This design comes from an exercise in tuning for small area, a short achievable clock period and few clock cycles per item on the open sky130 flow, not from production work.
Function was not checked in any run shown here: the RTL went through the layout flow alone.
No activity file was given, so power comes from the tool's default toggle rates.

==> flow/config.mk <==
export PLATFORM = sky130hd
export DESIGN_NAME = ia_loader_top
export DESIGN_NICKNAME = ia_loader_top
export VERILOG_FILES = /design/flow/design.v
export SDC_FILE = /design/flow/constraint.sdc
export NUM_CORES = 4
export LEC_CHECK = 0
export CAP_MARGIN = 20
export CORE_MARGIN = 2
export CORE_UTILIZATION = 40
export SLEW_MARGIN = 20
==> flow/constraint.sdc <==
create_clock -name core_clock -period 5.5 [get_ports {clk}]
set_input_delay 1.1000 -clock core_clock [delete_from_list [all_inputs] [get_ports {clk}]]
set_output_delay 1.1000 -clock core_clock [all_outputs]
set_load 0.01 [all_outputs]
==> flow/design.v <==
package ia_pkg;
    localparam int tile_size         = 8;    
    localparam int tile_log2         = 3;    
    localparam int data_width        = 16;   
    localparam int bus_width         = 32;                           
    localparam int bytes_per_beat    = 4;
    localparam int beats_per_row_max = tile_size / bytes_per_beat;   
    localparam int reg_width         = 16;   
    localparam int len_width         = 3;    
    typedef enum logic [1:0] {
        IDLE = 2'b00,
        INIT = 2'b11,   
        LOAD = 2'b01,
        SEND = 2'b10
    } loader_state_e;
    typedef enum logic {
        WRITE = 1'b0,
        READ  = 1'b1
    } icb_op_e;
endpackage
module ia_loader_top (
    input  logic                                          clk,
    input  logic                                          rst_n,
    input  logic                                          init_cfg,
    input  logic [ia_pkg::reg_width-1:0]                  k,
    input  logic [ia_pkg::reg_width-1:0]                  n,
    input  logic [ia_pkg::reg_width-1:0]                  m,
    input  logic [ia_pkg::reg_width-1:0]                  lhs_base,
    input  logic [ia_pkg::reg_width-1:0]                  lhs_row_stride_b,
    input  logic signed [ia_pkg::reg_width-1:0]           lhs_zp,
    input  logic                                          send_ia_trigger,
    output logic                                          icb_cmd_valid,
    input  logic                                          icb_cmd_ready,
    output logic                                          icb_cmd_read,
    output logic [ia_pkg::reg_width-1:0]                  icb_cmd_addr,
    output logic [ia_pkg::len_width-1:0]                  icb_cmd_len,
    input  logic                                          icb_rsp_valid,
    output logic                                          icb_rsp_ready,
    input  logic [ia_pkg::bus_width-1:0]                  icb_rsp_rdata,
    output logic [ia_pkg::tile_size*ia_pkg::data_width-1:0] ia_out,
    output logic                                          ia_row_valid,
    output logic                                          ia_is_init_data,
    output logic                                          ia_calc_done,
    output logic                                          ia_sending_done,
    output logic                                          ia_data_valid
);
    logic [12:0] n_hi, m_hi;      
    logic        n_lo_z, m_lo_z;  
    logic        k_lo_z;          
    logic [2:0]  k_lo_m1;         
    logic        n_lo_two;        
    logic        ct1, lt1;        
    logic [15:0] stride;
    logic [15:0] zp;
    logic        w_act;           
    logic [12:0] c_rem, l_rem, r_rem;
    logic [15:0] tile_addr, row_base;
    logic [2:0]  c_row;           
    logic        w_first, w_lc, w_ll, w_lr;   
    logic        c_v;             
    logic        r_v, r_done;
    logic [2:0]  r_rows_m1;
    logic        r_two, r_first, r_lc;
    logic [2:0]  wr_row;
    logic        wr_beat;
    logic        cont;            
    logic [2:0]  rd_row;
    logic [2:0]  s_rows_m1;
    logic        s_first, s_lc;
    logic [63:0] store [8];
    wire [2:0] w_rows_m1 = w_lr ? k_lo_m1 : 3'd7;
    wire       w_two     = !w_lc || n_lo_two;
    wire       more_rows = (c_row != w_rows_m1);
    wire       more_tiles = !(w_lc && w_ll && w_lr);
    wire       adv       = !icb_cmd_valid || icb_cmd_ready;
    wire idle = !w_act && !icb_cmd_valid && !c_v && !r_v && !ia_data_valid && !cont;
    wire init = init_cfg && idle;
    wire acc       = icb_rsp_valid && icb_rsp_ready;
    wire r_lbeat   = !r_two || wr_beat;
    wire r_lrow    = (wr_row == r_rows_m1);
    wire tile_in   = r_v && (r_done || (acc && r_lbeat && r_lrow));
    wire trig_acc  = ia_data_valid && send_ia_trigger;
    wire reading   = trig_acc || cont;
    wire s_last    = (rd_row == s_rows_m1);
    wire snd_free  = (!reading || s_last) && (!ia_data_valid || trig_acc);
    wire handoff   = tile_in && snd_free;
    wire r_take    = c_v && (!r_v || handoff);
    wire       dv_n      = handoff || (ia_data_valid && !trig_acc);
    wire       cont_n    = reading && !s_last;
    wire [2:0] rd_row_n  = reading ? (s_last ? 3'd0 : rd_row + 3'd1) : rd_row;
    wire [2:0] s_rows_n  = handoff ? r_rows_m1 : s_rows_m1;
    wire       r_v_n     = r_take || (r_v && !handoff);
    wire       r_done_n  = r_v && tile_in && !handoff;
    wire [2:0] wr_row_n  = handoff ? 3'd0 : (acc && r_lbeat) ? wr_row + 3'd1 : wr_row;
    wire       wr_beat_n = handoff ? 1'b0 : acc ? (r_two && !wr_beat) : wr_beat;
    wire       free_n    = dv_n   ? (wr_row_n > s_rows_n) :
                           cont_n ? (wr_row_n <= rd_row_n || wr_row_n > s_rows_n) : 1'b1;
    wire       rdy_n     = r_v_n && !r_done_n && free_n;
    wire in_lc = (n[15:3] == {12'd0, n[2:0] == 3'd0});
    wire in_ll = (m[15:3] == {12'd0, m[2:0] == 3'd0});
    wire in_lr = (k[15:3] == {12'd0, k[2:0] == 3'd0});
    always_ff @(posedge clk) begin
        if (init) begin
            n_hi     <= n[15:3];
            m_hi     <= m[15:3];
            n_lo_z   <= (n[2:0] == 3'd0);
            m_lo_z   <= (m[2:0] == 3'd0);
            k_lo_z   <= (k[2:0] == 3'd0);
            k_lo_m1  <= k[2:0] - 3'd1;
            n_lo_two <= (n[2:0] == 3'd0) || (n[2:0] > 3'd4);
            ct1      <= in_lc;
            lt1      <= in_ll;
            stride   <= lhs_row_stride_b;
            zp       <= lhs_zp;
        end
    end
    logic [12:0] c_rem_nt, l_rem_nt, r_rem_nt;
    logic [15:0] row_base_nt, tile_addr_nt;
    logic        first_nt, lc_nt, ll_nt, lr_nt;
    always_comb begin
        c_rem_nt     = c_rem;
        l_rem_nt     = l_rem;
        r_rem_nt     = r_rem;
        row_base_nt  = row_base;
        tile_addr_nt = tile_addr;
        first_nt     = 1'b1;
        lc_nt        = ct1;
        ll_nt        = w_ll;
        lr_nt        = w_lr;
        if (!w_lc) begin
            c_rem_nt     = c_rem - 13'd1;
            tile_addr_nt = {tile_addr[15:3] + 13'd1, tile_addr[2:0]};
            first_nt     = 1'b0;
            lc_nt        = (c_rem == {12'd0, n_lo_z} + 13'd1);
        end else if (!w_ll) begin
            c_rem_nt     = n_hi;
            l_rem_nt     = l_rem - 13'd1;
            tile_addr_nt = row_base;
            ll_nt        = (l_rem == {12'd0, m_lo_z} + 13'd1);
        end else begin
            c_rem_nt     = n_hi;
            l_rem_nt     = m_hi;
            r_rem_nt     = r_rem - 13'd1;
            row_base_nt  = row_base + {stride[12:0], 3'd0};
            tile_addr_nt = row_base_nt;
            ll_nt        = lt1;
            lr_nt        = (r_rem == {12'd0, k_lo_z} + 13'd1);
        end
    end
    wire load_row  = w_act && adv && more_rows;
    wire load_tile = w_act && adv && !more_rows && more_tiles && !c_v;
    always_ff @(posedge clk) begin
        if (init) begin
            c_rem        <= n[15:3];
            l_rem        <= m[15:3];
            r_rem        <= k[15:3];
            tile_addr    <= lhs_base;
            row_base     <= lhs_base;
            icb_cmd_addr <= lhs_base;
            c_row        <= 3'd0;
            w_first      <= 1'b1;
            w_lc         <= in_lc;
            w_ll         <= in_ll;
            w_lr         <= in_lr;
        end else if (load_row) begin
            icb_cmd_addr <= icb_cmd_addr + stride;
            c_row        <= c_row + 3'd1;
        end else if (load_tile) begin
            c_rem        <= c_rem_nt;
            l_rem        <= l_rem_nt;
            r_rem        <= r_rem_nt;
            tile_addr    <= tile_addr_nt;
            row_base     <= row_base_nt;
            icb_cmd_addr <= tile_addr_nt;
            c_row        <= 3'd0;
            w_first      <= first_nt;
            w_lc         <= lc_nt;
            w_ll         <= ll_nt;
            w_lr         <= lr_nt;
        end
    end
    logic cmd_len0;
    always_ff @(posedge clk or negedge rst_n) begin
        if (!rst_n) begin
            w_act         <= 1'b0;
            icb_cmd_valid <= 1'b0;
            cmd_len0      <= 1'b0;
            c_v           <= 1'b0;
        end else if (init) begin
            w_act         <= 1'b1;
            icb_cmd_valid <= 1'b1;
            cmd_len0      <= (n[15:3] != 13'd0) || (n[2:0] > 3'd4);
            c_v           <= 1'b1;
        end else begin
            if (load_tile) begin
                icb_cmd_valid <= 1'b1;
                cmd_len0      <= !lc_nt || n_lo_two;
                c_v           <= 1'b1;
            end else begin
                if (load_row)
                    icb_cmd_valid <= 1'b1;
                else if (adv)
                    icb_cmd_valid <= 1'b0;
                if (r_take)
                    c_v <= 1'b0;
            end
            if (w_act && adv && !more_rows && !more_tiles)
                w_act <= 1'b0;
        end
    end
    assign icb_cmd_len  = {2'b00, cmd_len0};
    assign icb_cmd_read = 1'b1;
    always_ff @(posedge clk or negedge rst_n) begin
        if (!rst_n) begin
            r_v             <= 1'b0;
            r_done          <= 1'b0;
            wr_row          <= 3'd0;
            wr_beat         <= 1'b0;
            icb_rsp_ready   <= 1'b0;
            ia_data_valid   <= 1'b0;
            cont            <= 1'b0;
            rd_row          <= 3'd0;
            ia_row_valid    <= 1'b0;
            ia_is_init_data <= 1'b0;
            ia_calc_done    <= 1'b0;
            ia_sending_done <= 1'b0;
        end else begin
            r_v             <= r_v_n;
            r_done          <= r_done_n;
            wr_row          <= wr_row_n;
            wr_beat         <= wr_beat_n;
            icb_rsp_ready   <= rdy_n;
            ia_data_valid   <= dv_n;
            cont            <= cont_n;
            rd_row          <= rd_row_n;
            ia_row_valid    <= reading;
            ia_is_init_data <= reading && s_first;
            ia_calc_done    <= reading && s_lc;
            ia_sending_done <= reading && s_last;
        end
    end
    always_ff @(posedge clk) begin
        if (r_take) begin
            r_rows_m1 <= w_rows_m1;
            r_two     <= w_two;
            r_first   <= w_first;
            r_lc      <= w_lc;
        end
        if (handoff) begin
            s_rows_m1 <= r_rows_m1;
            s_first   <= r_first;
            s_lc      <= r_lc;
        end
    end
    for (genvar r = 0; r < 8; r++) begin : g_row
        for (genvar b = 0; b < 2; b++) begin : g_beat
            always_ff @(posedge clk) begin
                if (acc && wr_row == 3'(r) && wr_beat == 1'(b))
                    store[r][32*b +: 32] <= icb_rsp_rdata;
            end
        end
    end
    wire [63:0] row     = store[rd_row];
    wire [7:0]  zp_hi   = zp[15:8];
    wire [7:0]  zp_hi_p = zp_hi + 8'd1;
    wire [7:0]  zp_hi_m = zp_hi - 8'd1;
    wire        zp_max  = (zp_hi == 8'h7f);
    wire        zp_min  = (zp_hi == 8'h80);
    for (genvar c = 0; c < 8; c++) begin : g_cvt
        wire [7:0] b = row[8*c +: 8];
        wire [8:0] lo = {1'b0, b} + {1'b0, zp[7:0]};
        wire       up = lo[8] && !b[7];
        wire       dn = !lo[8] && b[7];
        logic [15:0] v;
        always_comb begin
            if (up && zp_max)      v = 16'h7fff;
            else if (dn && zp_min) v = 16'h8000;
            else if (up)           v = {zp_hi_p, lo[7:0]};
            else if (dn)           v = {zp_hi_m, lo[7:0]};
            else                   v = {zp_hi, lo[7:0]};
        end
        always_ff @(posedge clk) ia_out[16*c +: 16] <= v;
    end
endmodule
==> flow/run.sh <==
#!/bin/bash
# synth_recipe.tcl (not shown) runs the flow's synth.tcl, then flattens the netlist and writes it again
# the make line also repeats each setting of config.mk as NAME=value (left out here)
make -C /OpenROAD-flow-scripts/flow DESIGN_CONFIG=/design/flow/config.mk WORK_HOME=/design/flow/orfs CLKGATE_MAP_FILE= SYNTH_SCRIPT=/design/flow/synth_recipe.tcl finish
==> notes.md, run 1 <==
- The run finished with no timing, DRC or antenna violations.
- TritonCTS built the clock tree.
- The detailed-route wire length is 107000 um.
- Walking the worst path, the cells encountered are inv_1, ha_2, buf_4, a222oi_1, a41oi_1, ha_1, o21ai_0, a21o_1, a21oi_1, nor2_1, nor2_1, a221o_1.
- The critical path's most frequent cell is sky130_fd_sc_hd__nor2_1.
- Cells fill 48.5% of the core in the end.
- The clock root buffer is sky130_fd_sc_hd__clkbuf_16.
- In the routed layout, each cell is associated on average with a via count of 5.72.
- STA classifies the critical path endpoint as a register.
- The highest ir drop seen on vdd is approximately 0.27 mV.
- The height of the die is 307 um.
- The average cell area after synthesis is roughly 13 um^2.
- The cell type with the largest total area after synthesis is sky130_fd_sc_hd__edfxtp_1.
- For this run, the number of Yosys warnings is 2.
- The horizontal extent of the die is 307 um.
- The floorplan die area is 94400 um^2.
- By count the netlist is led by 677 x sky130_fd_sc_hd__edfxtp_1, 272 x sky130_fd_sc_hd__nand2_1, 232 x sky130_fd_sc_hd__nor2_1.
- Post-CTS timing repair inserted 0 buffers for setup.
- The data required time at the worst endpoint is between 6 and 7 ns.
- The H-tree was split into 3 levels.
- The total placed instance area is 41200 um^2.
- Summed over all failing endpoints, the final setup total negative slack is 0 ns.
- Summed over all cells, the static leakage comes to about 15 nW.
- The detailed placer's ending HPWL is 71300 um.
- The final setup slack of the worst path is 1.04 ns.
- By area, the combinational part of the netlist is dominated by compound AO/OA/AOI/OAI gates.
- The actual slew at the worst max-slew pin is 1.13 ns.
- For this run, the leading register cell type out of synthesis is sky130_fd_sc_hd__edfxtp_1.
- Row generation in the floorplan step produced 111 rows.
- The tool flagged a number of max-cap violations equal to 0.
- On the critical path the largest part of the delay comes from compound AO/OA/AOI/OAI gates.
- The synthesized netlist devotes slightly below 10% of its cell area to simple gates.
- Global routing consumed, over all layers together, 22.2% of the routing resources.
- The number of CTS-inserted buffers is between 80 and 90.
- After floorplanning, the core was sized to cover 91400 um^2.
- The synthesis-stage register bit count is roughly 830.
- The first-pass iteration count of the detailed router is 8.
- The highest clock frequency the design can meet is 224 MHz.
- The number of resized instances in the post-cts repair step is 0.
- The reg2reg setup slack is between 1 and 1.5 ns.
- Summing the areas of all compound-gate instances in the mapped netlist gives 12.9% of the synthesized area.
- Across all layers, the routed design uses between 20000 and 30000 vias.
- The count of port buffers added during placement is between 200 and 300.
- The number of remaining DRC errors is 0.
- In this run, distinct cell masters in the synthesized netlist total 93.
- Of all flip-flops after synthesis, the portion carrying an async set or reset was 2.40%.
- Entering global routing, the biggest net connects around 160 pins.
- The number of slew-limit violations in the final report is 0.
- For this run, the post-layout net count is 3437.
- The total setup violations reported at the end of the flow is 0.
- The summed instance area of the synthesized netlist is 36800 um^2.
- The worst-case clock buffer depth is 3.
- For the worst-skew pair, the clock arrives at the later sink with an insertion delay of approximately 0.68 ns.
- sky130_fd_sc_hd__edfxtp_1 is the most common cell in the netlist.
- Summing the areas of all xor and xnor instances in the mapped netlist gives 3.02% of the synthesized area.
- The clock transition at the registers of the reported paths is around 0.06 ns.
- For this design the ratio of total power to cell area is 594 nW/um^2.
- The largest fanout on the critical path is 28.
- The first global-routing pass estimated roughly 160000 um of wire.
- Clock skew on the completed layout was measured at 0.0449 ns.
- The count of buffering cells on the critical path with inverters included is 2.
- The overflow left after global routing is 0.
- Ranked by total cell area, the synthesized netlist is headed by sky130_fd_sc_hd__edfxtp_1 55%, sky130_fd_sc_hd__dfxtp_1 7.3%, sky130_fd_sc_hd__ha_1 4.3%.
- The via count of the first global-routing pass is 25400.
- Setup repair after global routing left no endpoint under its margin.
- The worst hold path class is input port to async pin.
- The synthesized design contains 677 enable-type register cells.
- The cell with the biggest individual delay on the critical path is sky130_fd_sc_hd__a41oi_1.
- STA classifies the critical path startpoint as a register.
- The worst stage delay on the critical path is 0.78 ns.
- Of the post-synthesis cell area, the part taken by muxes is around 3.4%.
- The final-report hold violation count is 0.
- The final estimated routing congestion in global placement is 0.910.
- The number of buffers inserted for hold repair after clock tree synthesis is 0.
- The synthesized instance count is 2858.
- The final critical-path share of the clock period is 81.1%.
- CTS saw 832 sinks.
- The initial antenna violation count was 7.
- The critical path is of the register to register type.
- The boundary pin count is 289.
- For this run, the register share of the synthesized area comes to 64.0%.
- The average routed wire per standard cell is roughly 24 um.
- The number of nets still failing antenna checks after routing is 0.
- The filler cells instantiated in the layout total 7939.
- In this run, the number of DRC markers left after iteration 0 of detailed routing was 2287.
- At the worst endpoint, the arrival time is 5.02 ns.
- The antenna cell count is 0.
- The starting density of the core is just over 40%.
- The synthesized netlist devotes 4.89% of its cell area to adder and majority cells.
- The finished cells cover 44400 um^2.
- Before CTS, the worst setup slack after placement is 0.885 ns.
- Of the cells placed in the final design, the portion with a size suffix greater than 1 is 11.4%.
- The worst slack on hold paths is 0.411 ns.
- The top-area cell type share of the netlist area is between 50% and 60%.
- The remaining max-slew budget at the tightest pin is a little under a quarter.
- Counting I/O delays and the setup requirement, the final critical path takes 4.46 ns.
- Relative to the synthesized area, the layout overhead comes to 20.6%.
[kinds of logic (layout without fill, tap and decap cells)]
logic type,Yosys count,in the layout
multiplexers,112,112
other,2,3
adder cells (fa/ha/maj),138,138
flip-flops,832,832
XOR/XNOR,127,127
AO/OA/AOI/OAI,674,674
buffers and inverters,198,581
AND/OR/NAND/NOR,775,775
[registers in the layout, summed over array words and instances, names as in the netlist, 16 cells and up]
signal / flops
ia_out: 128
icb_cmd_addr: 16
row_base: 16
store: 512
stride: 16
tile_addr: 16
zp: 16
[report_power, final]
group	total, mW	leakage (nW)	internal (mW)	switching [mW]
registers	8.62	7.50	8.03	0.585
logic	11.5	6.31	4.65	6.81
clock network	6.29	1.51	3.70	2.59
total	26.4	15.3	16.4	9.98
[metrics by stage]
stage	total power, mW	instances
detailed placement	20.2	4260
global route	27.9	4428
global placement	20.0	4260
finish	26.4	4428
CTS	26.6	4427
floorplan	15.8	2859
[metal layers]
metal | routed length, um | track usage (%) | up-vias
li1 | - | - | 11600
met1 | 43100 | 27.8 | 12600
met2 | 52700 | 38.3 | 930
met3 | 6630 | 3.66 | 199
met4 | 4280 | 8.89 | 10
met5 | 55 | 0 | -
[cells in the final DEF, fill, tap and decap left out, drive strengths merged, types with 28 or more instances in the layout]
master,n
nand3,44
clkdlybuf4s50,284
ha,127
edfxtp,677
dfxtp,135
xor2,55
clkinv,38
nor3,78
nand2,272
inv,68
clkbuf,107
a22oi,39
a41oi,59
nor2,239
xnor2,72
nor4,28
buf,63
mux2,98
a21oi,128
o21ai,169
a222oi,59
[layout make-up]
cell class                      count  area [um^2]  area share (%)
Clock inverter                     60          723            1.63
Multi-Input combinational cell   1829        12500            28.2
Inverter                           67          256           0.578
Clock buffer                      107         2420            5.45
Timing Repair Buffer              347         3430            7.74
Sequential cell                   832        23500            53.1
Tap cell                         1186         1480            3.34
[worst register-to-register path, stage by stage (launching register included)]
cell and delay [ns]:
sky130_fd_sc_hd__dfrtp_4 0.67, sky130_fd_sc_hd__inv_1 0.14, sky130_fd_sc_hd__ha_2 0.62, sky130_fd_sc_hd__buf_4 0.33, sky130_fd_sc_hd__a222oi_1 0.14, sky130_fd_sc_hd__a41oi_1 0.78
sky130_fd_sc_hd__ha_1 0.42, sky130_fd_sc_hd__o21ai_0 0.10, sky130_fd_sc_hd__a21o_1 0.14, sky130_fd_sc_hd__a21oi_1 0.15, sky130_fd_sc_hd__nor2_1 0.46, sky130_fd_sc_hd__nor2_1 0.13
sky130_fd_sc_hd__a221o_1 0.33
[final timing paths]
path,start,endpoint,cells after the start
setup / recovery,rd_row[2],ia_out[44],12
setup reg to reg,rd_row[2],ia_out[44],12
hold / removal,rst_n,ia_sending_done,1
min in group core_clock,r_first,s_first,0
hold reg to reg,r_first,s_first,0
max in group asynchronous,rst_n,rd_row[2],1
==> run 2, diff against run 1 <==
--- a/flow/config.mk
+++ b/flow/config.mk
@@ -6,6 +6,8 @@
 export NUM_CORES = 4
 export LEC_CHECK = 0
+export ABC_CLOCK_PERIOD_IN_PS = 2500
 export CAP_MARGIN = 20
 export CORE_MARGIN = 2
-export CORE_UTILIZATION = 40
+export CORE_UTILIZATION = 60
+export SETUP_SLACK_MARGIN = 2.5
 export SLEW_MARGIN = 20
==> run 2 against run 1 <==
  * First-iteration DRC count up 28%
  * Clock power down 12%
  * Count of clock-buffer cells in the layout up 14
  * Critical endpoint is now ia_out[95]
  * Sequential power down 0.5%
==> notes.md, run 2 <==
- Run status: finished clean (unchanged).
- The via count normalized by instance count is 6.58 (was 5.72).
- The top-area cell type share of the netlist area is 55.3% (unchanged).
- The sequential area share after synthesis is 64.0% (unchanged).
- The highest clock frequency the design can meet is 263 MHz (was 224 MHz).
- The prevailing post-synth register cell is sky130_fd_sc_hd__edfxtp_1 (unchanged).
- The highest ir drop seen on vdd is 0.415 mV (was 0.266 mV).
- Cells taking the most area after synthesis: sky130_fd_sc_hd__edfxtp_1 55%, sky130_fd_sc_hd__dfxtp_1 7.3%, sky130_fd_sc_hd__ha_1 4.3% (unchanged).
- The number of flip-flops in the largest register was 512 (unchanged).
- The first-pass GRT wire length is 166000 um (was 158000 um).
- The clock latency on the worst-skew pair is 0.65 ns (was 0.68 ns).
- The yosys synthesis warning count came to 2 (unchanged).
- The worst hold path class is input port to async pin (unchanged).
- The critical register-to-register path startpoint was rd_row[0] (was rd_row[2]).
- The data required time at the worst endpoint came to 6.04 ns (was 6.06 ns).
- The setup slack after placement is 0.945 ns (was 0.885 ns).
- The height of the die came to 252 um (was 307 um).
- The overflow left after global routing is 0 (unchanged).
- The final-report hold violation count is 0 (unchanged).
- The proportion of synthesized flip-flops having asynchronous set or reset is 2.40% (unchanged).
- The number of nets still failing antenna checks after routing is 0 (unchanged).
- The via count of the first global-routing pass is 27400 (was 25400).
- The detailed-route wire length is 115000 um (was 107000 um).
- The horizontal extent of the die is 252 um (was 307 um).
- The arrival time at the worst endpoint is 4.35 ns (was 5.02 ns).
- The average cell area after synthesis came to 12.9 um^2 (unchanged).
- The worst slack on hold paths was 0.425 ns (was 0.411 ns).
- The largest net degree at the start of global routing is 80 (was 159).
- The classification of the worst setup path is register to register (unchanged).
- The clock transition at the registers of the reported paths is 0.06 ns (about the same).
- The kind of capture point of the worst setup path is a register (unchanged).
- The post-route clock skew was 0.0261 ns (was 0.0449 ns).
- The destination of the worst register-to-register timing path is ia_out[95] (was ia_out[44]).
- The number of DRC markers in iteration 0 is 2923 (was 2287).
- The remaining max-slew budget at the tightest pin is 34.4% (was 22.7%).
- The initial antenna violation count was 5 (was 7).
- The average routed wire per standard cell is 27.3 um (was 24.1 um).
- The number of remaining DRC errors was 0 (unchanged).
- Unrepaired setup endpoints after global routing: true (was false).
- The number of sinks handled by clock tree synthesis was 832 (unchanged).
- The first-pass iteration count of the detailed router was 9 (was 8).
- The synthesis-stage register bit count is 832 (unchanged).
- The worst-case clock buffer depth came to 3 (unchanged).
- The post-synthesis cell type count came to 93 (unchanged).
- The max-cap check violation count came to 0 (unchanged).
- The most common cell in the netlist is sky130_fd_sc_hd__edfxtp_1 (unchanged).
- The synthesized instance count is 2858 (unchanged).
- The total placed instance area is 41200 um^2 (about the same).
- Top Registers: store x512, ia_out x128 (unchanged).
- The floorplan die area came to 63300 um^2 (was 94400 um^2).
- The post-layout instance area is 47900 um^2 (was 44400 um^2).
- The boundary pin count is 289 (unchanged).
- The area of the core is 60500 um^2 (was 91400 um^2).
- The logic depth of the worst register-to-register path came to 12 (unchanged).
- The placed instance count is 3851 (was 4260).
- The number of slew-limit violations in the final report is 0 (unchanged).
- The static leakage power was 16.6 nW (was 15.3 nW).
- The final critical-path share of the clock period was 69.2% (was 81.1%).
- The clock tree from TritonCTS was yes (unchanged).
- The area growth from synthesis to layout is 30.3% (was 20.6%).
- The summed instance area of the synthesized netlist came to 36800 um^2 (unchanged).
- The summed negative setup slack over all endpoints is 0 ns (unchanged).
- Most frequent cells in the layout: 677 x sky130_fd_sc_hd__edfxtp_1, 282 x sky130_fd_sc_hd__clkdlybuf4s50_1, 235 x sky130_fd_sc_hd__nand2_1 (was 677 x sky130_fd_sc_hd__edfxtp_1, 284 x sky130_fd_sc_hd__clkdlybuf4s50_1, 271 x sky130_fd_sc_hd__nand2_1).
- The startpoint type of the worst setup path was a register (unchanged).
- The clock period minus worst slack came to 3.80 ns (was 4.46 ns).
- The total setup violations reported at the end of the flow is 0 (unchanged).
- The fraction of layout instances using a drive strength above 1 came to 26.2% (was 11.4%).
- The starting density of the core was 60.8% (was 40.3%).
- Leading cell types by count after synthesis: 677 x sky130_fd_sc_hd__edfxtp_1, 272 x sky130_fd_sc_hd__nand2_1, 232 x sky130_fd_sc_hd__nor2_1 (unchanged).
- The number of CTS-inserted buffers was 86 (was 89).
- The via total after detailed routing came to 27700 (was 25300).
- The number of nets in the layout is 3624 (was 3437).
- The count of port buffers added during placement was 285 (unchanged).
- The most common cell after layout, fill and taps aside was sky130_fd_sc_hd__edfxtp_1 (unchanged).
- The clock root buffer is sky130_fd_sc_hd__clkbuf_16 (unchanged).
- The reg2reg setup slack is 1.70 ns (was 1.04 ns).
- The post-layout instance count excluding filler cells is 4204 (was 4428).
- The top register by number of flip-flops is store (unchanged).
- The actual slew at the worst max-slew pin was 0.984 ns (was 1.13 ns).
- The count of H-tree levels built during CTS is 3 (unchanged).
- The power density normalized to cell area is 662 nW/um^2 (was 594 nW/um^2).
- The total global-route track usage is 34.9% (was 22.2%).
- The number of cell rows is 90 (was 111).
- The number of flops mapped to enable cells by yosys is 677 (unchanged).
- The cell type with the largest total area after synthesis is sky130_fd_sc_hd__edfxtp_1 (unchanged).
- The largest fanout on the critical path was 8 (was 28).
- The final estimated routing congestion in global placement is 0.928 (was 0.910).
- The detailed placer's ending HPWL is 67000 um (was 71300 um).
- The final setup slack of the worst path is 1.70 ns (was 1.04 ns).
-- run 2: logic make-up after synthesis --
kind of cell | Yosys count | synth area share (%)
AOI/OAI and AO/OA | 674 | 12.9
xor gates and xnor gates | 127 | 3.02
adders and majority gates | 138 | 4.89
buffers and inverters | 198 | 2.18
DFF | 832 | 64.0
muxes | 112 | 3.42
other | 2 | 0.0204
and+or+nand+nor | 775 | 9.63
-- run 2: layout make-up --
cell class | count | area (um^2)
antenna | 2 | 5.00
clock buffer | 121 | 2370
clock inverter | 34 | 280
fill | 3435 | 12500
inverter | 67 | 275
multi-input combinational | 1834 | 14900
sequential | 832 | 23500
tap | 782 | 978
timing repair buffer | 532 | 5550
-- run 2: stage by stage --
stage / utilization [%] / power, mW
3_5_place_dp: 68.1 / 20.7
3_3_place_gp: 68.1 / 20.4
6_report: 79.3 / 31.7
4_1_cts: 76.9 / 29.2
2_1_floorplan: - / 16.6
5_1_grt: 79.3 / 32.9
-- run 2: how the worst max path moves through the flow --
stage / slack, ns / end / depth (start not counted) / start
after floorplan: 1.86 / ia_out[90] / 17 / rd_row[2]
after global placement: 1.0 / icb_cmd_addr[5] / 8 / init_cfg
after detailed placement: 0.94 / icb_cmd_addr[5] / 8 / init_cfg
after CTS: 1.93 / ia_out[95] / 13 / rd_row[0]
after global routing: 1.57 / ia_out[95] / 12 / rd_row[0]
final: 1.70 / ia_out[95] / 12 / rd_row[0]
-- run 2: what timing repair did --
item                                   4_1_cts  5_1_grt
hold buffers                                 0        0
gates cloned                                15        1
setup buffers                              121       58
resized for setup                          270      223
endpoints found under the hold margin        0        0
setup endpoints to repair                  391      169
pin swaps                                  143      174
-- run 2: metal layers --
layer	vias to the layer above	track usage [%]	wire length (um)
li1	11900	-	-
met1	13700	43.7	41600
met2	1679	59.3	56400
met3	376	6.09	10200
met4	6	16.9	6670
met5	-	0	46
-- run 2: worst max-delay path, stage by stage, from the launching register on --
cell                       delay (ns)
sky130_fd_sc_hd__dfrtp_2         0.46
sky130_fd_sc_hd__ha_4            0.21
sky130_fd_sc_hd__ha_4            0.24
sky130_fd_sc_hd__buf_16          0.18
sky130_fd_sc_hd__a222oi_1        0.54
sky130_fd_sc_hd__a41oi_2         0.30
sky130_fd_sc_hd__ha_4            0.33
sky130_fd_sc_hd__a211oi_4        0.26
sky130_fd_sc_hd__a21oi_4         0.12
sky130_fd_sc_hd__o41a_1          0.51
sky130_fd_sc_hd__nor2_2          0.20
sky130_fd_sc_hd__nor2_2          0.08
sky130_fd_sc_hd__a211o_1         0.25
-- run 2: where the power goes --
part	leakage (nW)	internal, mW	switching (mW)
sequential	7.50	8.04	0.543
clock	1.30	3.08	2.48
combinational	7.82	8.00	9.59
==> run 3, diff against run 2 <==
--- a/flow/design.v
+++ b/flow/design.v
@@ -64,8 +64,11 @@
     logic [2:0]  wr_row;
     logic        wr_beat;
-    logic        cont;            
+    logic        s_v;             
     logic [2:0]  rd_row;
     logic [2:0]  s_rows_m1;
     logic        s_first, s_lc;
+    logic [63:0] rowreg;          
+    logic        rr_v;            
+    logic        rr_first, rr_lc, rr_last;   
     logic [63:0] store [8];
     wire [2:0] w_rows_m1 = w_lr ? k_lo_m1 : 3'd7;
@@ -74,5 +77,5 @@
     wire       more_tiles = !(w_lc && w_ll && w_lr);
     wire       adv       = !icb_cmd_valid || icb_cmd_ready;
-    wire idle = !w_act && !icb_cmd_valid && !c_v && !r_v && !ia_data_valid && !cont;
+    wire idle = !w_act && !icb_cmd_valid && !c_v && !r_v && !s_v && !rr_v;
     wire init = init_cfg && idle;
     wire acc       = icb_rsp_valid && icb_rsp_ready;
@@ -81,19 +84,22 @@
     wire tile_in   = r_v && (r_done || (acc && r_lbeat && r_lrow));
     wire trig_acc  = ia_data_valid && send_ia_trigger;
-    wire reading   = trig_acc || cont;
+    wire show      = rr_v && (!ia_data_valid || send_ia_trigger);   
+    wire rr_free   = !rr_v || show;
+    wire rd        = s_v && rr_free;                                 
     wire s_last    = (rd_row == s_rows_m1);
-    wire snd_free  = (!reading || s_last) && (!ia_data_valid || trig_acc);
+    wire snd_free  = !s_v || (rd && s_last);
     wire handoff   = tile_in && snd_free;
     wire r_take    = c_v && (!r_v || handoff);
-    wire       dv_n      = handoff || (ia_data_valid && !trig_acc);
-    wire       cont_n    = reading && !s_last;
-    wire [2:0] rd_row_n  = reading ? (s_last ? 3'd0 : rd_row + 3'd1) : rd_row;
+    wire       s_v_n     = handoff || (s_v && !(rd && s_last));
+    wire [2:0] rd_row_n  = handoff ? 3'd0 : rd ? rd_row + 3'd1 : rd_row;
     wire [2:0] s_rows_n  = handoff ? r_rows_m1 : s_rows_m1;
+    wire       rr_v_n    = rd || (rr_v && !show);
+    wire       dv_n      = rd ? (rd_row == 3'd0) : (ia_data_valid && !trig_acc);
     wire       r_v_n     = r_take || (r_v && !handoff);
     wire       r_done_n  = r_v && tile_in && !handoff;
     wire [2:0] wr_row_n  = handoff ? 3'd0 : (acc && r_lbeat) ? wr_row + 3'd1 : wr_row;
     wire       wr_beat_n = handoff ? 1'b0 : acc ? (r_two && !wr_beat) : wr_beat;
-    wire       free_n    = dv_n   ? (wr_row_n > s_rows_n) :
-                           cont_n ? (wr_row_n <= rd_row_n || wr_row_n > s_rows_n) : 1'b1;
+    wire       free_n    = !s_v_n || (wr_row_n > s_rows_n) || (wr_row_n < rd_row_n) ||
+                           ((wr_row_n == rd_row_n) && (!rr_v_n || !dv_n));
     wire       rdy_n     = r_v_n && !r_done_n && free_n;
     wire in_lc = (n[15:3] == {12'd0, n[2:0] == 3'd0});
@@ -218,7 +224,8 @@
             wr_beat         <= 1'b0;
             icb_rsp_ready   <= 1'b0;
+            s_v             <= 1'b0;
+            rd_row          <= 3'd0;
+            rr_v            <= 1'b0;
             ia_data_valid   <= 1'b0;
-            cont            <= 1'b0;
-            rd_row          <= 3'd0;
             ia_row_valid    <= 1'b0;
             ia_is_init_data <= 1'b0;
@@ -231,11 +238,12 @@
             wr_beat         <= wr_beat_n;
             icb_rsp_ready   <= rdy_n;
+            s_v             <= s_v_n;
+            rd_row          <= rd_row_n;
+            rr_v            <= rr_v_n;
             ia_data_valid   <= dv_n;
-            cont            <= cont_n;
-            rd_row          <= rd_row_n;
-            ia_row_valid    <= reading;
-            ia_is_init_data <= reading && s_first;
-            ia_calc_done    <= reading && s_lc;
-            ia_sending_done <= reading && s_last;
+            ia_row_valid    <= show;
+            ia_is_init_data <= show && rr_first;
+            ia_calc_done    <= show && rr_lc;
+            ia_sending_done <= show && rr_last;
         end
     end
@@ -252,4 +260,10 @@
             s_lc      <= r_lc;
         end
+        if (rd) begin
+            rowreg   <= store[rd_row];
+            rr_first <= s_first;
+            rr_lc    <= s_lc;
+            rr_last  <= s_last;
+        end
     end
     for (genvar r = 0; r < 8; r++) begin : g_row
@@ -261,5 +275,5 @@
         end
     end
-    wire [63:0] row     = store[rd_row];
+    wire [63:0] row     = rowreg;
     wire [7:0]  zp_hi   = zp[15:8];
     wire [7:0]  zp_hi_p = zp_hi + 8'd1;
==> run 3 against run 2 <==
  * Combinational power decreased by 45%
  * Sequential power increased by 15%
  * Non-clock buffer count fell by 135
  * Clock power rose by 7.0%
  * Maximum frequency up 27%
  * Largest power group is now registers
  * Setup slack improved by 0.80 ns
  * Still clean on timing, DRC and antenna
==> notes.md, run 3 <==
- Run status: finished clean (unchanged).
- Leading cell types by count after synthesis: 744 x sky130_fd_sc_hd__edfxtp_1, 259 x sky130_fd_sc_hd__nand2_1, 183 x sky130_fd_sc_hd__nor2_1 (was 677 x sky130_fd_sc_hd__edfxtp_1, 272 x sky130_fd_sc_hd__nand2_1, 232 x sky130_fd_sc_hd__nor2_1).
- The final-report hold violation count is 0 (unchanged).
- The clock tree from TritonCTS is yes (unchanged).
- The cell with the biggest individual delay on the critical path is sky130_fd_sc_hd__mux4_2 (was sky130_fd_sc_hd__a222oi_1).
- The summed instance area of the synthesized netlist was 39300 um^2 (was 36800 um^2).
- The highest ir drop seen on vdd is 0.394 mV (was 0.415 mV).
- The proportion of synthesized flip-flops having asynchronous set or reset is 2.33% (was 2.40%).
- The static leakage power is 16.8 nW (was 16.6 nW).
- The cell depth of the worst min-delay path is 0.
- The max-cap check violation count is 0 (unchanged).
- The number of cell rows was 93 (was 90).
- Cells taking the most area after synthesis: sky130_fd_sc_hd__edfxtp_1 57%, sky130_fd_sc_hd__dfxtp_1 6.9%, sky130_fd_sc_hd__mux2_2 4.0% (was sky130_fd_sc_hd__edfxtp_1 55%, sky130_fd_sc_hd__dfxtp_1 7.3%, sky130_fd_sc_hd__ha_1 4.3%).
- The synthesized instance count is 2966 (was 2858).
- The number of slew-limit violations in the final report is 0 (unchanged).
- Top Registers: store x512, ia_out x128, rowreg x64 (was store x512, ia_out x128).
- In this run the most critical hold path is launched from s_first.
- The final estimated routing congestion in global placement is 0.916 (was 0.928).
- The average cell area after synthesis is 13.3 um^2 (was 12.9 um^2).
- The number of sinks handled by clock tree synthesis was 900 (was 832).
- The number of DRC markers in iteration 0 was 3418 (was 2923).
- The power density normalized to cell area is 539 nW/um^2 (was 662 nW/um^2).
- The number of CTS-inserted buffers is 90 (was 86).
- The kind of capture point of the worst setup path is a register (unchanged).
- The overflow left after global routing was 0 (unchanged).
- The top register by number of flip-flops is store (unchanged).
- The sequential area share after synthesis was 65.0% (was 64.0%).
- The via count of the first global-routing pass is 25600 (was 27400).
- The post-layout instance area is 47200 um^2 (was 47900 um^2).
- The clock root buffer was sky130_fd_sc_hd__clkbuf_16 (unchanged).
- The post-synthesis cell type count is 76 (was 93).
- The prevailing post-synth register cell is sky130_fd_sc_hd__edfxtp_1 (unchanged).
- The starting density of the core was 60.9% (was 60.8%).
- The largest net degree at the start of global routing is 113 (was 80).
- The yosys synthesis warning count is 2 (unchanged).
- The first-pass iteration count of the detailed router is 8 (was 9).
- The largest fanout on the critical path was 7 (was 8).
- The path with the worst hold slack has its endpoint at rr_first.
- The summed negative setup slack over all endpoints is 0 ns (unchanged).
- The remaining max-slew budget at the tightest pin came to 31.1% (was 34.4%).
- The via count normalized by instance count is 6.37 (was 6.58).
- The worst-case clock buffer depth came to 3 (unchanged).
- Cells along the critical path: buf_12, buf_4, ha_1, fa_2, a21o_1, a21oi_2, o21bai_2, a21oi_4, a21o_4, mux4_2 (was ha_4, ha_4, buf_16, a222oi_1, a41oi_2, ha_4, a211oi_4, a21oi_4, o41a_1, nor2_2, nor2_2, a211o_1).
- The clock latency on the worst-skew pair is 0.68 ns (was 0.65 ns).
- The height of the die was 260 um (was 252 um).
- The number of nets still failing antenna checks after routing is 0 (unchanged).
- The top-area cell type share of the netlist area came to 56.8% (was 55.3%).
- The average routed wire per standard cell came to 26.3 um (was 27.3 um).
- The worst hold path class is register to register (was input port to async pin).
- The cell type with the largest total area after synthesis is sky130_fd_sc_hd__edfxtp_1 (unchanged).
- The synthesis-stage register bit count is 900 (was 832).
- The data required time at the worst endpoint was 6.02 ns (was 6.04 ns).
- The highest clock frequency the design can meet is 333 MHz (was 263 MHz).
- The number of flip-flops in the largest register is 512 (unchanged).
- The number of buffers inserted for hold repair after clock tree synthesis came to 0 (unchanged).
- The count of H-tree levels built during CTS is 3 (unchanged).
- The floorplan die area was 67600 um^2 (was 63300 um^2).
- The logic depth of the worst register-to-register path came to 10 (was 12).
- The startpoint type of the worst setup path is a register (unchanged).
- The reg2reg setup slack is 2.49 ns (was 1.70 ns).
- The arrival time at the worst endpoint is 3.52 ns (was 4.35 ns).
- The boundary pin count is 289 (unchanged).
- The first-pass GRT wire length came to 160000 um (was 166000 um).
- The total placed instance area came to 43000 um^2 (was 41200 um^2).
- The number of remaining DRC errors is 0 (unchanged).
- The fraction of layout instances using a drive strength above 1 is 16.0% (was 26.2%).
- The total power of the final layout is 25.4 mW (was 31.7 mW).
- The classification of the worst setup path is register to register (unchanged).
- The destination of the worst register-to-register timing path is ia_out[110] (was ia_out[95]).
- The clock transition at the registers of the reported paths is 0.06 ns (about the same).
- The post-route clock skew is 0.0418 ns (was 0.0261 ns).
- The via total after detailed routing is 26900 (was 27700).
- The total global-route track usage is 31.8% (was 34.9%).
- The critical register-to-register path startpoint is zp[0] (was rd_row[0]).
- The count of port buffers added during placement is 285 (unchanged).
- The total setup violations reported at the end of the flow is 0 (unchanged).
- Unrepaired setup endpoints after global routing: true (unchanged).
- The actual slew at the worst max-slew pin is 1.03 ns (was 0.984 ns).
- The number of nets in the layout is 3570 (was 3624).
- The area growth from synthesis to layout is 20.0% (was 30.3%).
- The horizontal extent of the die is 260 um (was 252 um).
- The number of flops mapped to enable cells by yosys is 744 (was 677).
- The detailed placer's ending HPWL was 69500 um (was 67000 um).
- The initial antenna violation count is 12 (was 5).
- The clock period minus worst slack is 3.01 ns (was 3.80 ns).
- The worst stage delay on the critical path is 0.50 ns (was 0.54 ns).
- The detailed-route wire length is 111000 um (was 115000 um).
- The final critical-path share of the clock period is 54.7% (was 69.2%).
- The area of the core came to 64600 um^2 (was 60500 um^2).
- Most frequent cells in the layout: 744 x sky130_fd_sc_hd__edfxtp_1, 283 x sky130_fd_sc_hd__clkdlybuf4s50_1, 256 x sky130_fd_sc_hd__nand2_1 (was 677 x sky130_fd_sc_hd__edfxtp_1, 282 x sky130_fd_sc_hd__clkdlybuf4s50_1, 235 x sky130_fd_sc_hd__nand2_1).
- The most common cell in the netlist was sky130_fd_sc_hd__edfxtp_1 (unchanged).
- The most common cell after layout, fill and taps aside was sky130_fd_sc_hd__edfxtp_1 (unchanged).
==> run 3: metrics by stage <==
step	worst slack, ns	util (%)	cells	hold WS, ns
2_1_floorplan	2.12	-	2967	0.400
3_3_place_gp	1.05	66.6	3987	0.408
3_5_place_dp	1.00	66.7	3989	0.406
4_1_cts	2.28	72.1	4190	0.420
5_1_grt	2.34	73.0	4229	0.429
6_report	2.49	73.0	4230	0.424
==> run 3: worst max-delay path by stage <==
stage	to	cells past startpoint	startpoint
2_1_floorplan	icb_rsp_ready	13	icb_rsp_valid
3_3_place_gp	icb_rsp_ready	13	icb_rsp_valid
3_5_place_dp	icb_rsp_ready	13	icb_rsp_valid
4_1_cts	icb_rsp_ready	15	icb_rsp_valid
5_1_grt	icb_rsp_ready	13	icb_rsp_valid
6_report	ia_out[110]	10	zp[0]
==> run 3: power by group <==
part | leakage (nW) | switching [mW] | internal [mW]
sequential | 8.14 | 0.871 | 8.96
clock | 1.40 | 2.63 | 3.31
combinational | 7.29 | 5.68 | 3.98
total | 16.8 | 9.18 | 16.3
==> run 3: logic make-up (layout without fill, tap and decap cells) <==
| logic type | count (synthesis) | count (layout) | share of synthesized area (%) |
|---|---|---|---|
| DFF | 900 | 900 | 65.0 |
| and+or+nand+nor | 778 | 782 | 9.36 |
| AOI/OAI and AO/OA | 599 | 607 | 10.5 |
| buffers and inverters | 242 | 636 | 2.43 |
| muxes | 188 | 188 | 5.49 |
| adders and majority gates | 130 | 130 | 4.33 |
| xor gates and xnor gates | 127 | 127 | 2.83 |
| other | 2 | 5 | 0.0191 |
==> run 3: final cells by class <==
type | instances | area (um^2)
flip-flops and latches | 900 | 25600
fillers | 4258 | 17400
multi-input cells | 1837 | 13500
repair buffers | 397 | 3830
clock buffers | 111 | 2390
well taps | 855 | 1070
clock inverters | 48 | 474
inverters | 80 | 312
diodes | 2 | 5.00
==> run 3: metal layers <==
layer | part of all wire [%] | global-route usage [%] | wire length [um] | vias to the layer above
met4 | 3.4 | 10.9 | 3770 | 8
li1 | - | - | - | 11900
met5 | 0.046 | 0 | 51 | -
met3 | 9.5 | 5.42 | 10600 | 245
met2 | 47 | 50.8 | 52000 | 1412
met1 | 40 | 44.5 | 44800 | 13300
==> run 3: timing repair <==
item                       in CTS  in global routing
setup buffers                  35                 33
setup endpoints to repair     379                253
gates resized for setup        63                 74
gates cloned                    7                  5
pin swaps                      16                 34
==> run 3: critical path: cells and delay by family, from the launching register on <==
family	cells	cell delay [ns]
flip-flops	1	0.42
adder cells (fa/ha/maj)	2	0.57
multiplexers	1	0.50
buffers and inverters	2	0.31
AO/OA/AOI/OAI	5	1.03
==> run 4, diff against run 3 <==
--- a/flow/design.v
+++ b/flow/design.v
@@ -100,7 +100,26 @@
     wire [2:0] wr_row_n  = handoff ? 3'd0 : (acc && r_lbeat) ? wr_row + 3'd1 : wr_row;
     wire       wr_beat_n = handoff ? 1'b0 : acc ? (r_two && !wr_beat) : wr_beat;
-    wire       free_n    = !s_v_n || (wr_row_n > s_rows_n) || (wr_row_n < rd_row_n) ||
-                           ((wr_row_n == rd_row_n) && (!rr_v_n || !dv_n));
-    wire       rdy_n     = r_v_n && !r_done_n && free_n;
+    logic [3:0] rdy_c;
+    for (genvar i = 0; i < 4; i++) begin : g_rdy
+        wire       x_acc      = (i % 2 == 1) && icb_rsp_ready;
+        wire       x_trig     = (i / 2 == 1);
+        wire       x_tile_in  = r_v && (r_done || (x_acc && r_lbeat && r_lrow));
+        wire       x_show     = rr_v && (!ia_data_valid || x_trig);
+        wire       x_rd       = s_v && (!rr_v || x_show);
+        wire       x_handoff  = x_tile_in && (!s_v || (x_rd && s_last));
+        wire       x_r_take   = c_v && (!r_v || x_handoff);
+        wire       x_s_v_n    = x_handoff || (s_v && !(x_rd && s_last));
+        wire [2:0] x_rd_row_n = x_handoff ? 3'd0 : x_rd ? rd_row + 3'd1 : rd_row;
+        wire [2:0] x_s_rows_n = x_handoff ? r_rows_m1 : s_rows_m1;
+        wire       x_rr_v_n   = x_rd || (rr_v && !x_show);
+        wire       x_dv_n     = x_rd ? (rd_row == 3'd0) : (ia_data_valid && !x_trig);
+        wire       x_r_v_n    = x_r_take || (r_v && !x_handoff);
+        wire       x_r_done_n = r_v && x_tile_in && !x_handoff;
+        wire [2:0] x_wr_row_n = x_handoff ? 3'd0 : (x_acc && r_lbeat) ? wr_row + 3'd1 : wr_row;
+        wire       x_free_n   = !x_s_v_n || (x_wr_row_n > x_s_rows_n) || (x_wr_row_n < x_rd_row_n) ||
+                                ((x_wr_row_n == x_rd_row_n) && (!x_rr_v_n || !x_dv_n));
+        assign rdy_c[i] = x_r_v_n && !x_r_done_n && x_free_n;
+    end
+    wire       rdy_n     = rdy_c[{send_ia_trigger, icb_rsp_valid}];
     wire in_lc = (n[15:3] == {12'd0, n[2:0] == 3'd0});
     wire in_ll = (m[15:3] == {12'd0, m[2:0] == 3'd0});
==> run 4 against run 3 <==
  * Critical path type unchanged
  * Cell count up 2.0%
  * Core utilization down 0.71 points
  * Global-route usage down 1.2 points
  * Area after synthesis up 1.2%
  * Via count up 0.69%
  * Clock skew up 0.0092 ns
  * Clock power up 5.7%
==> notes.md, run 4 <==
- The number of DRC markers in iteration 0 was 2977 (was 3418).
- The height of the die was 262 um (was 260 um).
- The total setup violations reported at the end of the flow is 0 (unchanged).
- The post-route clock skew is 0.0510 ns (was 0.0418 ns).
- The floorplan die area is 68400 um^2 (was 67600 um^2).
- The fraction of layout instances using a drive strength above 1 is 14.4% (was 16.0%).
- The boundary pin count was 289 (unchanged).
- The total power of the final layout is 26.5 mW (was 25.4 mW).
- The clock latency on the worst-skew pair was 0.67 ns (was 0.68 ns).
- The final critical-path share of the clock period was 54.9% (was 54.7%).
- The startpoint type of the worst setup path is a register (unchanged).
- The reg2reg setup slack is 2.48 ns (was 2.49 ns).
- The critical register-to-register path startpoint is stride[0] (was zp[0]).
- The number of filler instances in the final layout was 4368 (was 4258).
- Run status: finished clean (unchanged).
- Unrepaired setup endpoints after global routing: true (unchanged).
- The final estimated routing congestion in global placement is 0.903 (was 0.916).
- The data required time at the worst endpoint came to 5.88 ns (was 6.02 ns).
- The starting density of the core is 60.5% (was 60.9%).
- The area growth from synthesis to layout was 19.5% (was 20.0%).
- The first-pass iteration count of the detailed router is 8 (unchanged).
- The sequential area share after synthesis is 64.3% (was 65.0%).
- Leading cell types by count after synthesis: 747 x sky130_fd_sc_hd__edfxtp_1, 301 x sky130_fd_sc_hd__nand2_1, 206 x sky130_fd_sc_hd__nor2_1 (was 744 x sky130_fd_sc_hd__edfxtp_1, 259 x sky130_fd_sc_hd__nand2_1, 183 x sky130_fd_sc_hd__nor2_1).
- The summed instance area of the synthesized netlist was 39800 um^2 (was 39300 um^2).
- The number of sinks handled by clock tree synthesis is 900 (unchanged).
- The highest ir drop seen on vdd came to 0.412 mV (was 0.394 mV).
- The horizontal extent of the die came to 262 um (was 260 um).
- The remaining max-slew budget at the tightest pin was 22.6% (was 31.1%).
- The synthesis-stage register bit count is 900 (unchanged).
- The number of buffers inserted for hold repair after clock tree synthesis is 0 (unchanged).
- The synthesized instance count is 3061 (was 2966).
- The kind of capture point of the worst setup path is a register (unchanged).
- The average cell area after synthesis is 13.0 um^2 (was 13.3 um^2).
- The prevailing post-synth register cell is sky130_fd_sc_hd__edfxtp_1 (unchanged).
- The count of H-tree levels built during CTS is 3 (unchanged).
- The cell with the biggest individual delay on the critical path is sky130_fd_sc_hd__edfxtp_1 (was sky130_fd_sc_hd__mux4_2).
- The area of the core is 65700 um^2 (was 64600 um^2).
- The clock tree from TritonCTS was yes (unchanged).
- The via count normalized by instance count was 6.28 (was 6.37).
- The via count of the first global-routing pass is 26200 (was 25600).
- The critical hold path startpoint is s_first (unchanged).
- The setup slack after placement is 1.55 ns (was 1.00 ns).
- The top-area cell type share of the netlist area is 56.4% (was 56.8%).
- Top Registers: store x512, ia_out x128, rowreg x64 (unchanged).
- The most common cell after layout, fill and taps aside is sky130_fd_sc_hd__edfxtp_1 (unchanged).
- The flip-flop and latch area came to 25600 um^2 (about the same).
- The clock period minus worst slack is 3.02 ns (was 3.01 ns).
- The final-report hold violation count was 0 (unchanged).
- The number of remaining DRC errors is 0 (unchanged).
- The yosys synthesis warning count is 2 (unchanged).
- The classification of the worst setup path is register to register (unchanged).
- Most frequent cells in the layout: 747 x sky130_fd_sc_hd__edfxtp_1, 294 x sky130_fd_sc_hd__nand2_1, 285 x sky130_fd_sc_hd__clkdlybuf4s50_1 (was 744 x sky130_fd_sc_hd__edfxtp_1, 283 x sky130_fd_sc_hd__clkdlybuf4s50_1, 256 x sky130_fd_sc_hd__nand2_1).
- The post-synthesis cell type count is 86 (was 76).
- The via total after detailed routing was 27100 (was 26900).
- The number of cell rows is 94 (was 93).
- The worst-case clock buffer depth was 3 (unchanged).
- The largest fanout on the critical path is 2 (was 7).
- The final setup slack of the worst path came to 2.48 ns (was 2.49 ns).
- The overflow left after global routing came to 0 (unchanged).
- The initial antenna violation count is 6 (was 12).
- The max-cap check violation count is 0 (unchanged).
- The number of CTS-inserted buffers was 90 (unchanged).
- The detailed-route wire length came to 106000 um (was 111000 um).
- The number of slew-limit violations in the final report was 0 (unchanged).
- The worst stage delay on the critical path is 0.40 ns (was 0.50 ns).
- The arrival time at the worst endpoint is 3.40 ns (was 3.52 ns).
- The detailed placer's ending HPWL is 66400 um (was 69500 um).
- The cell type with the largest total area after synthesis is sky130_fd_sc_hd__edfxtp_1 (unchanged).
- The number of flip-flops in the largest register was 512 (unchanged).
- The power density normalized to cell area was 557 nW/um^2 (was 539 nW/um^2).
- The count of port buffers added during placement is 285 (unchanged).
- The actual slew at the worst max-slew pin was 1.16 ns (was 1.03 ns).
- The area of the multi-input gates is 13800 um^2 (was 13500 um^2).
- The total global-route track usage came to 30.6% (was 31.8%).
- Cells taking the most area after synthesis: sky130_fd_sc_hd__edfxtp_1 56%, sky130_fd_sc_hd__dfxtp_1 6.6%, sky130_fd_sc_hd__ha_1 4.2% (was sky130_fd_sc_hd__edfxtp_1 57%, sky130_fd_sc_hd__dfxtp_1 6.9%, sky130_fd_sc_hd__mux2_2 4.0%).
- The number of flops mapped to enable cells by yosys is 747 (was 744).
- The top register by number of flip-flops is store (unchanged).
- The largest net degree at the start of global routing is 72 (was 113).
- The number of nets in the layout was 3649 (was 3570).
- The cell depth of the worst min-delay path came to 0 (unchanged).
- The worst hold path class was register to register (unchanged).
- The average routed wire per standard cell was 24.7 um (was 26.3 um).
- The static leakage power came to 16.7 nW (was 16.8 nW).
- The clock root buffer was sky130_fd_sc_hd__clkbuf_16 (unchanged).
- The proportion of synthesized flip-flops having asynchronous set or reset came to 2.33% (unchanged).
- Cells along the critical path: ha_2, inv_1, fa_2, nor2b_2, o31a_1, o2111a_2, nor3_1, or3_1, a21oi_4, mux2i_1, o211ai_1 (was buf_12, buf_4, ha_1, fa_2, a21o_1, a21oi_2, o21bai_2, a21oi_4, a21o_4, mux4_2).
- The first-pass GRT wire length is 157000 um (was 160000 um).
- The clock transition at the registers of the reported paths is 0.06 ns (about the same).
- The summed negative setup slack over all endpoints is 0 ns (unchanged).
- The highest clock frequency the design can meet is 331 MHz (was 333 MHz).
- The hold path endpoint is rr_first (unchanged).
- The number of nets still failing antenna checks after routing was 0 (unchanged).
- The logic depth of the worst register-to-register path came to 11 (was 10).
- The most common cell in the netlist is sky130_fd_sc_hd__edfxtp_1 (unchanged).
- The destination of the worst register-to-register timing path is icb_cmd_addr[15] (was ia_out[110]).
-- run 4: changes by cell type in the layout (fill, tap and decap cells not counted), sizes merged, moves of 14 or more --
cell / change
a21o: -24
a21oi: +14
a31oi: +22
and3: -28
buf: -14
inv: -16
nand2: +42
nor2: +26
nor3: +15
o21a: +26
o21ai: +22
xnor2: +26
xor2: -15
-- run 4: through the flow --
| step | instance area (um^2) | hold slack, ns | util [%] | instances |
|---|---|---|---|---|
| 6_report | 47600 | 0.435 | 72.3 | 4314 |
| 5_1_grt | 47600 | 0.443 | 72.3 | 4314 |
| 4_1_cts | 46900 | 0.432 | 71.4 | 4268 |
| 3_5_place_dp | 43300 | 0.410 | 65.9 | 4069 |
| 3_3_place_gp | 43300 | 0.407 | 65.9 | 4069 |
| 2_1_floorplan | 39800 | 0.400 | - | 3062 |
-- run 4: critical path, delay by kind of cell (launching register included) --
family                   cells  cell delay [ns]
AND/OR/NAND/NOR              3             0.56
AO/OA/AOI/OAI                4             0.93
multiplexers                 1             0.24
adder cells (fa/ha/maj)      2             0.58
flip-flops                   1             0.40
buffers and inverters        1             0.06
-- run 4: area by class of cell --
cell class | count | area share [%]
diodes | 1 | 0.00526
clock buffers | 108 | 4.99
repair buffers | 384 | 7.88
well taps | 864 | 2.27
flip-flops and latches | 900 | 53.9
clock inverters | 60 | 1.47
multi-input cells | 1931 | 29.0
inverters | 66 | 0.526
-- run 4: worst max-delay path by stage --
stage | startpoint | endpoint | depth (start not counted)
floorplan | icb_cmd_ready | l_rem[0] | 5
global placement | icb_cmd_ready | r_rem[12] | 6
detailed placement | init_cfg | r_rem[2] | 6
CTS | rd_row[2] | rowreg[24] | 5
global route | rd_row[0] | icb_rsp_ready | 15
finish | stride[0] | icb_cmd_addr[15] | 11
-- run 4: metal layers --
metal / wire [um] / GRT usage [%] / vias to the layer above / share of wire [%]
met5: 67 / 0 / - / 0.063
met4: 2760 / 9.14 / 10 / 2.6
met3: 8660 / 5.33 / 201 / 8.1
met2: 51400 / 50.6 / 1257 / 48
met1: 43500 / 41.8 / 13400 / 41
li1: - / - / 12300 / -
-- run 4: logic make-up (layout without fill, tap and decap cells) --
family | after synthesis | in the layout | synth area share, %
AND/OR/NAND/NOR | 801 | 802 | 9.16
other | 2 | 4 | 0.0189
flip-flops | 900 | 900 | 64.3
AO/OA/AOI/OAI | 674 | 675 | 11.6
buffers and inverters | 233 | 618 | 2.37
adder cells (fa/ha/maj) | 142 | 142 | 4.65
XOR/XNOR | 138 | 138 | 3.13
multiplexers | 171 | 171 | 4.72
-- run 4: timing repair --
| action | 4_1_cts | 5_1_grt |
|---|---|---|
| pin swaps | 9 | 30 |
| gates cloned | 2 | 0 |
| resized for setup | 62 | 51 |
| setup endpoints to repair | 271 | 293 |
| buffers inserted | 29 | 43 |
| hold endpoints to repair | 0 | 0 |
-- run 4: power breakdown --
part	leakage [nW]	internal [mW]	switching, mW	total (mW)
Combinational	7.06	4.42	5.62	10.0
Clock	1.49	3.63	2.65	6.28
Sequential	8.14	9.01	1.13	10.1

-- afterwards: timing with drivers on the ports --
Ports are ideal in the flow. The routed layouts listed here were re-timed in OpenROAD. Step 1 assumes that a clkbuf_16 drives the clock port and a buf_2 every other input. Step 2, shift: input delay + t, output delay - t, t = (earliest + latest rising clock arrival at the registers) / 2. This alone moves slack from input paths to output paths. Three values: ideal ports, drivers, drivers and shift; two values: the first two.
run | shift t [ns] | setup WS [ns] | hold slack, ns | pins driven straight from the clock port
run 1 | 0.724 | 1.037 / 1.037 / 0.839 | 0.411 / 0.364 / 0.435 | 1
run 2 | 0.710 | 1.695 / 1.695 / 1.695 | 0.425 / 0.383 / 0.438 | 1
run 3 | 0.722 | 2.494 / 2.494 / 1.791 | 0.424 / 0.424 / 0.424 | 1
run 4 | 0.707 | 2.481 / 2.481 / 1.884 | 0.435 / 0.435 / 0.435 | 1
After both steps every run listed still meets setup and hold. For run 3, which loses most, drivers alone change the setup slack by 0.000 ns; drivers and shift together by -0.703 ns.
